What follows belongs to an exercise in optimizing a design on an open flow for small area, a short achievable clock period and few clock cycles per item; a production flow would make more cautious choices. Only simulation tests tie the RTL to the original design; equivalence was not proved.

==> wip/amber: inputs <==
==> flow/design.v (excerpt) <==
module dct8x8_forward_inverse #(
   parameter int COSINE_FRACTION_BITS = 14
) (
   input  logic              clock,
   input  logic              reset,
   input  logic              req_valid,
   output logic              req_ready,
   input  logic signed [7:0] req_sample,
   output logic              rsp_valid,
   input  logic              rsp_ready,
   output logic [5:0]        rsp_position,
   output logic signed [11:0] rsp_coefficient,
   output logic signed [9:0] rsp_reconstructed,
   output logic              rsp_last
);
   localparam int MCM_PIPE = 1;
   localparam int PW  = 25;             
   localparam int AW2 = 41;             
   localparam int UW  = 28;             
   localparam int AW4 = 44;             
   localparam int FSP = 20;             
   localparam int ISP = 22;
   localparam int FA  = 4 + MCM_PIPE;
   localparam int IA  = 4 + MCM_PIPE;
   localparam logic [2:0] PH_W0    = (FA + 1) % 8;
   localparam logic [2:0] PH_ISSUE = (FA + 0) % 8;
   logic [2:0] ph;
   logic       idle;
   always_ff @(posedge clock) begin
      if (reset) ph <= 3'd0;
  ...
clock: 10.0 ns
lec_check: 0
cap_margin: 20
core_margin: 2
core_utilization: 50
slew_margin: 20
run.sh (not shown) runs the stock make flow with config.mk's settings and CLKGATE_MAP_FILE= SYNTH_SCRIPT=/design/flow/synth_recipe.tcl, a recipe that flattens the netlist after the stock synthesis.
==> wip/maple (differences from wip/amber) <==
--- a/flow/design.v
+++ b/flow/design.v
@@ -168,52 +168,94 @@
    output logic signed [W-1:0]   p1,
    output logic signed [W-1:0]   p2,
    output logic signed [W-1:0]   p3,
    output logic signed [W-1:0]   p4,
    output logic signed [W-1:0]   p5,
    output logic signed [W-1:0]   p6
 );
-   logic signed [IW-1:0]    xi, rx;
-   logic signed [IW+6:0]    x65, r65;
+   logic signed [IW-1:0]    xi;
+   logic signed [IW+6:0]    x65, r65, s65;
    logic signed [IW+10:0]   x1025, r1025;
-   logic signed [IW+11:0]   x3135, r3135;
+   logic signed [IW+11:0]   x3135, r3135, s3135;
    logic signed [IW+11:0]   x4031, r4031;
    logic signed [IW+5:0]    x61, r61;
+   logic signed [IW+12:0]   x4551, s4551;
+   logic signed [IW+11:0]   x3196, s3196;
+   logic signed [IW+13:0]   x11585, s11585;
+   logic signed [IW+13:0]   x9087;
+   logic signed [IW+10:0]   x1037, s1037;
+   logic signed [IW+13:0]   x13623, s13623;
+   logic signed [IW+14:0]   x18143, s18143;
+   logic signed [IW+13:0]   x15137, x16069;
+   logic signed [IW+13:0]   x6270;
+   logic signed [IW+13:0]   x9102;
    assign xi = x[IW-1:0];
    assign x65   = xi + (xi <<< 6);
    assign x1025 = xi + (xi <<< 10);
    assign x3135 = (xi <<< 12) + (xi <<< 6) - (xi <<< 10) - xi;
    assign x4031 = (xi <<< 12) - (xi <<< 6) - xi;
    assign x61   = (xi <<< 6) - (xi <<< 2) + xi;
    generate
       if (PIPE != 0) begin : g_pipe
          always_ff @(posedge clock) begin
             r65   <= x65;
             r1025 <= x1025;
             r3135 <= x3135;
             r4031 <= x4031;
             r61   <= x61;
-            rx    <= xi;
          end
       end else begin : g_comb
          assign r65   = x65;
          assign r1025 = x1025;
          assign r3135 = x3135;
          assign r4031 = x4031;
          assign r61   = x61;
-         assign rx    = xi;
       end
    endgenerate
-   assign p0 = (r61 <<< 8) - r4031;                                           
-   assign p1 = (r65 <<< 9) - (r65 <<< 5) - (r4031 <<< 2) + r61;              
-   assign p2 = r3135 <<< 1;                                                   
-   assign p3 = (r4031 <<< 2) - r61 + (rx <<< 2) + (rx <<< 1);                  
-   assign p4 = (r1025 <<< 1) + (r4031 <<< 1) + r4031 - (r65 <<< 3);           
-   assign p5 = (r65 <<< 4) + (r4031 <<< 1);                                   
-   assign p6 = r61 + r3135;                                                   
+   assign x4551  = (r65 <<< 3) + r4031;
+   assign x3196  = r61 + r3135;
+   assign x11585 = (r61 <<< 8) - r4031;
+   assign x9087  = r1025 + (r4031 <<< 1);
+   assign x1037  = r61 + (r61 <<< 4);
+   assign x13623 = (r1025 <<< 1) + (r4031 <<< 1) + r4031 - (r65 <<< 3);
+   assign x18143 = (r65 <<< 5) + (r4031 <<< 2) - r61;
+   generate
+      if (PIPE > 1) begin : g_pipe2
+         always_ff @(posedge clock) begin
+            s65    <= r65;
+            s4551  <= x4551;
+            s3135  <= r3135;
+            s3196  <= x3196;
+            s11585 <= x11585;
+            s1037  <= x1037;
+            s13623 <= x13623;
+            s18143 <= x18143;
+         end
+      end else begin : g_comb2
+         assign s65    = r65;
+         assign s4551  = x4551;
+         assign s3135  = r3135;
+         assign s3196  = x3196;
+         assign s11585 = x11585;
+         assign s1037  = x1037;
+         assign s13623 = x13623;
+         assign s18143 = x18143;
+      end
+   endgenerate
+   assign x15137 = (s65 <<< 9) - s18143;
+   assign x16069 = s18143 - (s1037 <<< 1);
+   assign x6270 = s3135 <<< 1;
+   assign x9102 = s4551 <<< 1;
+   assign p0 = s11585;
+   assign p1 = x15137;
+   assign p2 = x6270;
+   assign p3 = x16069;
+   assign p4 = s13623;
+   assign p5 = x9102;
+   assign p6 = s3196;
 endmodule
 module dctfi_csa_36_25_4 (
    input  logic [899:0] ops,
    output logic [99:0] r
 );
    logic [24:0] w0, w1, m0;
    assign w0   = ops[0 +: 25] ^ ops[25 +: 25] ^ ops[50 +: 25];
@@ -588,15 +630,15 @@
    output logic              rsp_valid,
    input  logic              rsp_ready,
    output logic [5:0]        rsp_position,
    output logic signed [11:0] rsp_coefficient,
    output logic signed [9:0] rsp_reconstructed,
    output logic              rsp_last
 );
-   localparam int MCM_PIPE = 1;
+   localparam int MCM_PIPE = 2;
    localparam int PW  = 25;             
    localparam int AW2 = 41;             
    localparam int UW  = 28;             
    localparam int AW4 = 44;             
    localparam int FSP = 20;             
    localparam int ISP = 22;
    localparam int FA  = 4 + MCM_PIPE;
@@ -1137,25 +1179,22 @@
    logic        oh_free;
    logic        rsp_v;
    logic [5:0]  rsp_pos;
    logic [11:0] rsp_c;
    logic [9:0]  rsp_r;
    function automatic logic [9:0] descale_r(input logic signed [AW4-1:0] a);
       logic r;
-      logic signed [13:0] h;
-      logic [9:0] d;
-      logic lo_sat, hi_sat;
+      logic signed [15:0] d;
+      logic signed [15:0] h;
       r = a[29] & (~a[AW4-1] | (|a[28:0]));
       h = $signed(a[AW4-1:30]);
-      d = h[9:0] + {9'd0, r} + 10'd128;
-      lo_sat = r ? (h < -14'sd145) : (h < -14'sd144);
-      hi_sat = r ? (h > 14'sd142) : (h > 14'sd143);
-      if (lo_sat) descale_r = 10'h3f0;
-      else if (hi_sat) descale_r = 10'd271;
-      else descale_r = d;
+      d = h + $signed({15'd0, r}) + 16'sd128;
+      if (d < -16'sd16) descale_r = 10'h3f0;
+      else if (d > 16'sd271) descale_r = 10'd271;
+      else descale_r = d[9:0];
    endfunction
    logic        sk_v;
    logic [5:0]  sk_pos;
    logic [11:0] sk_c;
    logic [9:0]  sk_r;
    assign emit        = oh_valid && !sk_v;
    assign oh_free     = !oh_valid || (emit && oh_e == 3'd7);
==> notes.md <==
- Critical path depth: wip/maple is higher than wip/amber (5).
- Between wip/maple and wip/amber, the lower clock skew is in wip/maple (gap 0.022 ns).
- Of wip/maple and wip/amber, wip/maple has the higher setup slack (gap 0.061 ns).
- wip/amber finished clean. wip/maple finished clean.
- Of wip/maple and wip/amber, wip/maple has the higher non-clock buffer count (gap 6).
- Via count: wip/amber is lower than wip/maple (about 3.5%).
- Of wip/maple and wip/amber, wip/maple has the higher register-to-register slack (gap 0.06 ns).
- First-iteration DRC count: wip/maple is lower than wip/amber (0.39%).
- Against wip/maple, the die area of wip/amber is smaller by 3.4%.
- Of wip/amber and wip/maple, wip/maple has the higher wire length (gap 2.8%, measured against wip/maple).
Testbench counts of wip/amber, summed over its fixed seeds: cycles 4,328, blocks 48.
Testbench counts of wip/maple, summed over its fixed seeds: cycles 4,344, blocks 48.

-- re-timing with driven ports --
The results above use ideal ports. As a check the final layouts listed here were re-extracted and re-timed, cells and wires unchanged.
Step 1 assumes that a clkbuf_16 drives the clock port and a buf_2 every other input.
Step 2 moves the port delays by t, midway between the first and last clock arrival at a register: inputs arrive t later, outputs are due t later. That takes back most of the time a late clock gives input paths.
Three values: ideal, step 1, step 2; two values: the first two.
run | t, ns | setup slack, ns | worst hold slack (ns) | clock arrival spread, ns | worst slew at a driven data input, ns
wip/amber | 1.212 | 4.015 / 4.015 / 4.015 | 0.287 / 0.287 / 0.287 | 0.103 / 0.103 | 0.32
wip/maple | 1.206 | 4.075 / 4.075 / 4.075 | 0.297 / 0.297 / 0.297 | 0.082 / 0.082 | 0.09
After both steps every run listed still meets setup and hold.
